Source: an optimization exercise on an open RTL-to-GDS flow (aim: small area, a short achievable clock period and few clock cycles per item). Production flows keep margins and buffers that such runs may drop.
The RTL was checked by simulation tests, not by an equivalence proof against the original design.
Power figures rest on the tool's default switching activity, not on a simulated workload.

**flow/constraint.sdc**
```tcl
create_clock -name core_clock -period 8.0 [get_ports {Clk}]
set_input_delay 1.6000 -clock core_clock [delete_from_list [all_inputs] [get_ports {Clk}]]
set_output_delay 1.6000 -clock core_clock [all_outputs]
set_load 0.01 [all_outputs]
```
**flow/config.mk**
```make
export PLATFORM = sky130hd
export DESIGN_NAME = multicycle_datapath
export DESIGN_NICKNAME = multicycle_datapath
export VERILOG_FILES = /design/flow/design.v
export SDC_FILE = /design/flow/constraint.sdc
export NUM_CORES = 4
export LEC_CHECK = 0
export CAP_MARGIN = 20
export CORE_MARGIN = 2
export CORE_UTILIZATION = 40
export SLEW_MARGIN = 20
```
**flow/design.v**
```verilog
module multicycle_datapath #(
  parameter logic [31:0] RESET_PC         = 32'h0000_0000,
  parameter bit          HALT_ON_MISALIGN = 1'b1
) (
  input  logic        Clk,
  input  logic        Rst,
  output logic        MemReq,
  output logic        MemWe,
  output logic [31:0] MemAddr,
  output logic [31:0] MemWData,
  input  logic [31:0] MemRData,
  input  logic        MemAck,
  output logic [31:0] PCOut,
  output logic        InstrRetired,
  output logic        Halted
);
  typedef enum logic [2:0] {
    S_IDLE, S_FETCH, S_DECODE, S_EXEC, S_MEM, S_WB, S_HALT
  } state_t;
  localparam logic [5:0] OP_RTYPE = 6'h00, OP_J  = 6'h02, OP_JAL = 6'h03, OP_BEQ = 6'h04;
  localparam logic [5:0] OP_ADDI  = 6'h08, OP_LW = 6'h23, OP_SW  = 6'h2B;
  localparam logic [5:0] F_JR  = 6'h08, F_ADD = 6'h20, F_SUB = 6'h22;
  localparam logic [5:0] F_AND = 6'h24, F_OR  = 6'h25, F_SLT = 6'h2A;
  state_t      state, state_nx;
  logic [31:0] pc, ir, a, b, alu_out, mdr;
  logic [31:0] regs [32];
  logic [5:0]  opcode, funct;
  logic [4:0]  rs, rt, rd, wb_addr;
  logic [31:0] imm_sext, r_result, mem_addr_raw, wb_data;
  logic        is_ralu, is_jr, is_mem, is_sw, is_lw, legal, exec_halt;
  assign opcode   = ir[31:26];
  assign rs       = ir[25:21];
  assign rt       = ir[20:16];
  assign rd       = ir[15:11];
  assign funct    = ir[5:0];
  assign imm_sext = {{16{ir[15]}}, ir[15:0]};
  assign is_ralu = (opcode == OP_RTYPE) &&
                   (funct == F_ADD || funct == F_SUB || funct == F_AND ||
                    funct == F_OR  || funct == F_SLT);
  assign is_jr   = (opcode == OP_RTYPE) && (funct == F_JR);
  assign is_lw   = (opcode == OP_LW);
  assign is_sw   = (opcode == OP_SW);
  assign is_mem  = is_lw || is_sw;
  assign legal   = is_ralu || is_jr || is_mem || opcode == OP_J || opcode == OP_JAL ||
                   opcode == OP_BEQ || opcode == OP_ADDI;
  assign mem_addr_raw = a + imm_sext;
  assign exec_halt    = HALT_ON_MISALIGN &&
                        ((is_mem && mem_addr_raw[1:0] != 2'b00) || (is_jr && a[1:0] != 2'b00));
  always_comb begin
    r_result = 32'h0;
    case (funct)
      F_ADD:   r_result = a + b;
      F_SUB:   r_result = a - b;
      F_AND:   r_result = a & b;
      F_OR:    r_result = a | b;
      F_SLT:   r_result = ($signed(a) < $signed(b)) ? 32'd1 : 32'd0;
      default: r_result = 32'h0;
    endcase
  end
  assign wb_addr = is_ralu ? rd : rt;
  assign wb_data = is_lw ? mdr : alu_out;
  always_comb begin
    state_nx     = state;
    MemReq       = 1'b0;
    MemWe        = 1'b0;
    MemAddr      = 32'h0;
    InstrRetired = 1'b0;
    case (state)
      S_IDLE:   state_nx = S_FETCH;
      S_FETCH: begin
        MemReq  = 1'b1;
        MemAddr = pc;
        if (MemAck) state_nx = S_DECODE;
      end
      S_DECODE: state_nx = legal ? S_EXEC : S_HALT;
      S_EXEC: begin
        if (exec_halt)                       state_nx = S_HALT;
        else if (is_ralu || opcode == OP_ADDI) state_nx = S_WB;
        else if (is_mem)                     state_nx = S_MEM;
        else begin
          InstrRetired = 1'b1;
          state_nx     = S_FETCH;
        end
      end
      S_MEM: begin
        MemReq  = 1'b1;
        MemWe   = is_sw;
        MemAddr = alu_out;
        if (MemAck) begin
          InstrRetired = is_sw;
          state_nx     = is_sw ? S_FETCH : S_WB;
        end
      end
      S_WB: begin
        InstrRetired = 1'b1;
        state_nx     = S_FETCH;
      end
      S_HALT:   state_nx = S_HALT;
      default:  state_nx = S_IDLE;
    endcase
  end
  assign MemWData = b;
  assign PCOut    = pc;
  assign Halted   = (state == S_HALT);
  always_ff @(posedge Clk) begin
    if (!Rst) begin
      state   <= S_IDLE;
      pc      <= RESET_PC;
      ir      <= 32'h0;
      a       <= 32'h0;
      b       <= 32'h0;
      alu_out <= 32'h0;
      mdr     <= 32'h0;
      for (int i = 0; i < 32; i++) regs[i] <= 32'h0;
    end else begin
      state <= state_nx;
      case (state)
        S_FETCH: if (MemAck) begin
          ir <= MemRData;
          pc <= pc + 32'd4;
        end
        S_DECODE: begin
          a       <= regs[rs];
          b       <= regs[rt];
          alu_out <= pc + (imm_sext << 2);
        end
        S_EXEC: if (!exec_halt) begin
          if (is_ralu)                 alu_out <= r_result;
          else if (opcode == OP_ADDI)  alu_out <= mem_addr_raw;
          else if (is_mem)             alu_out <= {mem_addr_raw[31:2], 2'b00};
          else if (opcode == OP_BEQ)   begin if (a == b) pc <= alu_out; end
          else if (opcode == OP_J)     pc <= {pc[31:28], ir[25:0], 2'b00};
          else if (opcode == OP_JAL) begin
            pc       <= {pc[31:28], ir[25:0], 2'b00};
            regs[31] <= pc;
          end
          else if (is_jr)              pc <= {a[31:2], 2'b00};
        end
        S_MEM: if (MemAck && is_lw) mdr <= MemRData;
        S_WB: if (wb_addr != 5'd0) regs[wb_addr] <= wb_data;
        default: ;
      endcase
    end
  end
endmodule
```
**flow/run.sh**
```bash
#!/bin/bash
# synth_recipe.tcl (not shown) runs the flow's synth.tcl, then flattens the netlist and writes it again
# the make line also repeats each setting of config.mk as NAME=value (left out here)
make -C /OpenROAD-flow-scripts/flow DESIGN_CONFIG=/design/flow/config.mk WORK_HOME=/design/flow/orfs CLKGATE_MAP_FILE= SYNTH_SCRIPT=/design/flow/synth_recipe.tcl finish
```
==> run notes <==
Startpoint Class - flip-flop
Die area - 175000 sq um
Pwr Density - 213 nW/um^2
Max frequency - 169 MHz
Synth area leaders - edfxtp_1 45%, mux4_2 21%, nor2_1 6.6%
Critical path class - flip-flop to primary output
Worst-path clk slew - 0.06 ns
Hold Path Class - flip-flop to flip-flop
DRT Wirelength - 254000 microns
EDFF count, synth - 1024
#FFs+latches synth - 1219
Max_cap viols - 0
Worst-margin pin slew - 1.18 ns
Hold_buf cts - 0
DRC viols - 0
Ys flop type - edfxtp_1
Clock buffer count from CTS - 137
Period utilization - 0.740
Layout Nets - 5724
Clock Path Buffers - 3
Min Tclk post-route - 5.92 ns
GRT Total Usage - 0.287
Fin. Hold Viols - 0
Routability cong. - 0.954
Final Util - 0.453
Clk root buf - clkbuf_16
Critical Path Fanout Max - 19
Seq/Total Area, Yosys - 0.504
R2R depth - 8
Drt initial violations - 7107
Crit path DAT - 4.32 ns
Standard-cell rows - 152
WHS Endpoint - mdr[30]$_SDFFE_PN0P_
Worst skew pair latency - 0.79 ns
RSZ-0062 raised after global routing - false
WHS - 0.472 ns
Layout overhead on the synthesized area - 12.6%
Critical R2R Launch - ir[31]$_SDFFE_PN0P_
Core area - 171000 sq um
Setup tns final - 0 ns
Worst setup EP type - primary output
Die width - 419 microns
Initial Util - 0.402
VDD IR max - 0.184 mV
Final setup violation count - 0
Fillers - 15300
Flop-to-flop setup slack - 2.21 ns
GRT Max-Usage Layer - met2
Global route overflow - 0
Die span in y - 419 microns
Post-synth ARST share - 0
Synthesized cell area - 68800 sq um
Mapped Cells - 5585
Met3 usage - 0.0785
Largest net degree at the start of global routing - 112
Synth warn - 1
Number of antenna violations at the first check in global routing - 13
Via count - 50600
Final ANT Viol Nets - 0
WHS Path Cells - 2
Yosys top cell area share - 0.447
Proportion of layout cells with a drive suffix above 1 - 0.200
Required @ worst endpoint - 6.40 ns
Leakage - 24.8 nW
Min-delay src - mdr[30]$_SDFFE_PN0P_
Worst reg2reg endpoint - regs[24][8]$_SDFFCE_PN0P_
CTS tree - done
Area leader, netlist - edfxtp_1
Post-CTS setup buffers - 0
Status - no timing/DRC/antenna violations
First-pass GRT wire length - 359000 microns
H-tree depth - 4
Final Max Slew Viols - 0
I/O pin cnt - 135
Synth unique cells - 89
Post-cts resize count - 0
Vias in the first global route - 48500
Pre-antenna DRT Iters - 6
Met1 GRT Util - 0.376
Clk_skew - 0.0472 ns
Avg Inst Size Synth - 12.3 sq um
Met2 usage in global routing - 0.442
I/O Buffers - 134
Slew HR - 0.213
Via-per-instance ratio - 6.44
Clock Sinks - 1219
Drt wl/cell - 32.3 microns
HPWL after DPL - 170000 microns
==> flip-flops by register name, indices dropped and copies added (netlist names) <==
signal and cells:
regs 1024, state 3, ir 32, alu_out 32, a 32, b 32
mdr 32, pc 32
==> kinds of logic (layout without fill, tap and decap cells) <==
kind of cell / after synthesis / after routing / share of synthesized area
simple gates: 1869 / 1869 / 0.111
buf+inv: 626 / 628 / 0.0351
other cells: 1 / 33 / 0.0000545
xor+xnor: 62 / 62 / 0.00789
mux: 754 / 754 / 0.226
fa+ha+maj: 176 / 176 / 0.0325
compound gates: 878 / 878 / 0.0833
flops: 1219 / 1219 / 0.504
==> layout by cell type (no fill, tap or decap), drive strengths merged, types with 23 or more instances in the layout <==
cell type / count
nand2b: 25
dfxtp: 195
nand3: 48
a21oi: 249
nor2: 1215
a21o: 39
edfxtp: 1024
mux4: 640
and3: 29
o211ai: 30
inv: 116
clkinv: 39
clkbuf: 183
xnor2: 43
ha: 172
o21ai: 182
conb: 32
clkdlybuf4s50: 133
a211oi: 108
buf: 138
nor3: 48
a31oi: 31
nand2: 378
mux2i: 113
nand4: 23
a22o: 36
==> through the flow <==
step	total power [mW]	area, sq um	instances	worst slack [ns]
after floorplan	8.96	68900	5616	4.09
after global placement	9.98	72700	7599	2.54
after detailed placement	10.0	72900	7605	2.48
after CTS	16.4	77400	7849	2.17
after global routing	16.9	77500	7851	1.98
final	16.5	77500	7852	2.08
==> worst max path at each step <==
| stage | start | end |
|---|---|---|
| floorplan | Rst | regs[31][0]$_DFFE_PP_ |
| global placement | ir[31]$_SDFFE_PN0P_ | regs[24][14]$_SDFFCE_PN0P_ |
| detailed placement | Rst | regs[21][0]$_SDFFCE_PN0P_ |
| CTS | ir[31]$_SDFFE_PN0P_ | InstrRetired |
| global route | ir[31]$_SDFFE_PN0P_ | regs[24][8]$_SDFFCE_PN0P_ |
| finish | ir[31]$_SDFFE_PN0P_ | InstrRetired |
==> routing by layer <==
layer | share of wire | vias up
li1 | - | 21000
met1 | 0.37 | 26000
met2 | 0.46 | 3042
met3 | 0.12 | 523
met4 | 0.053 | 10
met5 | 0.00022 | -
==> synth_stat cells (36+ instances only) <==
cell and count:
nor2_1 1215, mux4_2 640, a21o_1 39, nor3_1 48, clkbuf_1 431, nand2_1 378, edfxtp_1 1024, ha_1 172
xnor2_1 43, o21ai_0 172, a22o_1 36, buf_1 48, a21oi_1 248, mux2i_1 113, dfxtp_1 195, nand3_1 48
inv_1 113, a211oi_1 107
==> final cells by class <==
cell class / count / area (sq um) / area share
Antenna cell: 1 / 2.50 / 0.0000323
Clock buffer: 183 / 3840 / 0.0496
Clock inverter: 61 / 704 / 0.00909
Inverter: 113 / 432 / 0.00557
Multi-Input combinational cell: 3771 / 32400 / 0.418
Sequential cell: 1219 / 34700 / 0.448
Tap cell: 2233 / 2790 / 0.0361
Timing Repair Buffer: 271 / 2610 / 0.0337
==> critical path, stage by stage, from the launching register on <==
cell             delay, ns
dfxtp_1               0.33
nor3_1                0.35
and2_1                0.33
nand4_1               0.65
buf_4                 0.51
nand2_1               0.50
o22ai_1               0.29
clkdlybuf4s50_1       0.55
==> where the power goes <==
part	leakage, nW	internal [mW]	switching, mW
clock network	2.22	3.83	2.68
logic	10.4	0.982	1.64
registers	12.1	7.10	0.258
total	24.8	11.9	4.57
Testbench counts, summed over its fixed seeds: cycles 124,619, instrs 33,277.

==> re-timing with driven ports <==
Ports are ideal in the flow. The routed layout listed here was re-timed in OpenROAD. Step 1 assumes that a clkbuf_16 drives the clock port and a buf_2 every other input. Step 2 adds t to the input delays and takes it off the output delays; t is the mean of the earliest and latest rising clock arrival at the registers after step 1. Input paths then give back, and output paths get back, about the clock's delay inside the block. a / b / c = no drivers / after step 1 / after step 2; a / b = the first two.
shift t [ns]: 0.847
setup slack, ns: 2.078 / 2.000 / 2.206
worst data-port slew with drivers (ns): 0.07
After both steps setup and hold are still met in this run. For this run, drivers alone change the setup slack by -0.078 ns; drivers and shift together by +0.128 ns.
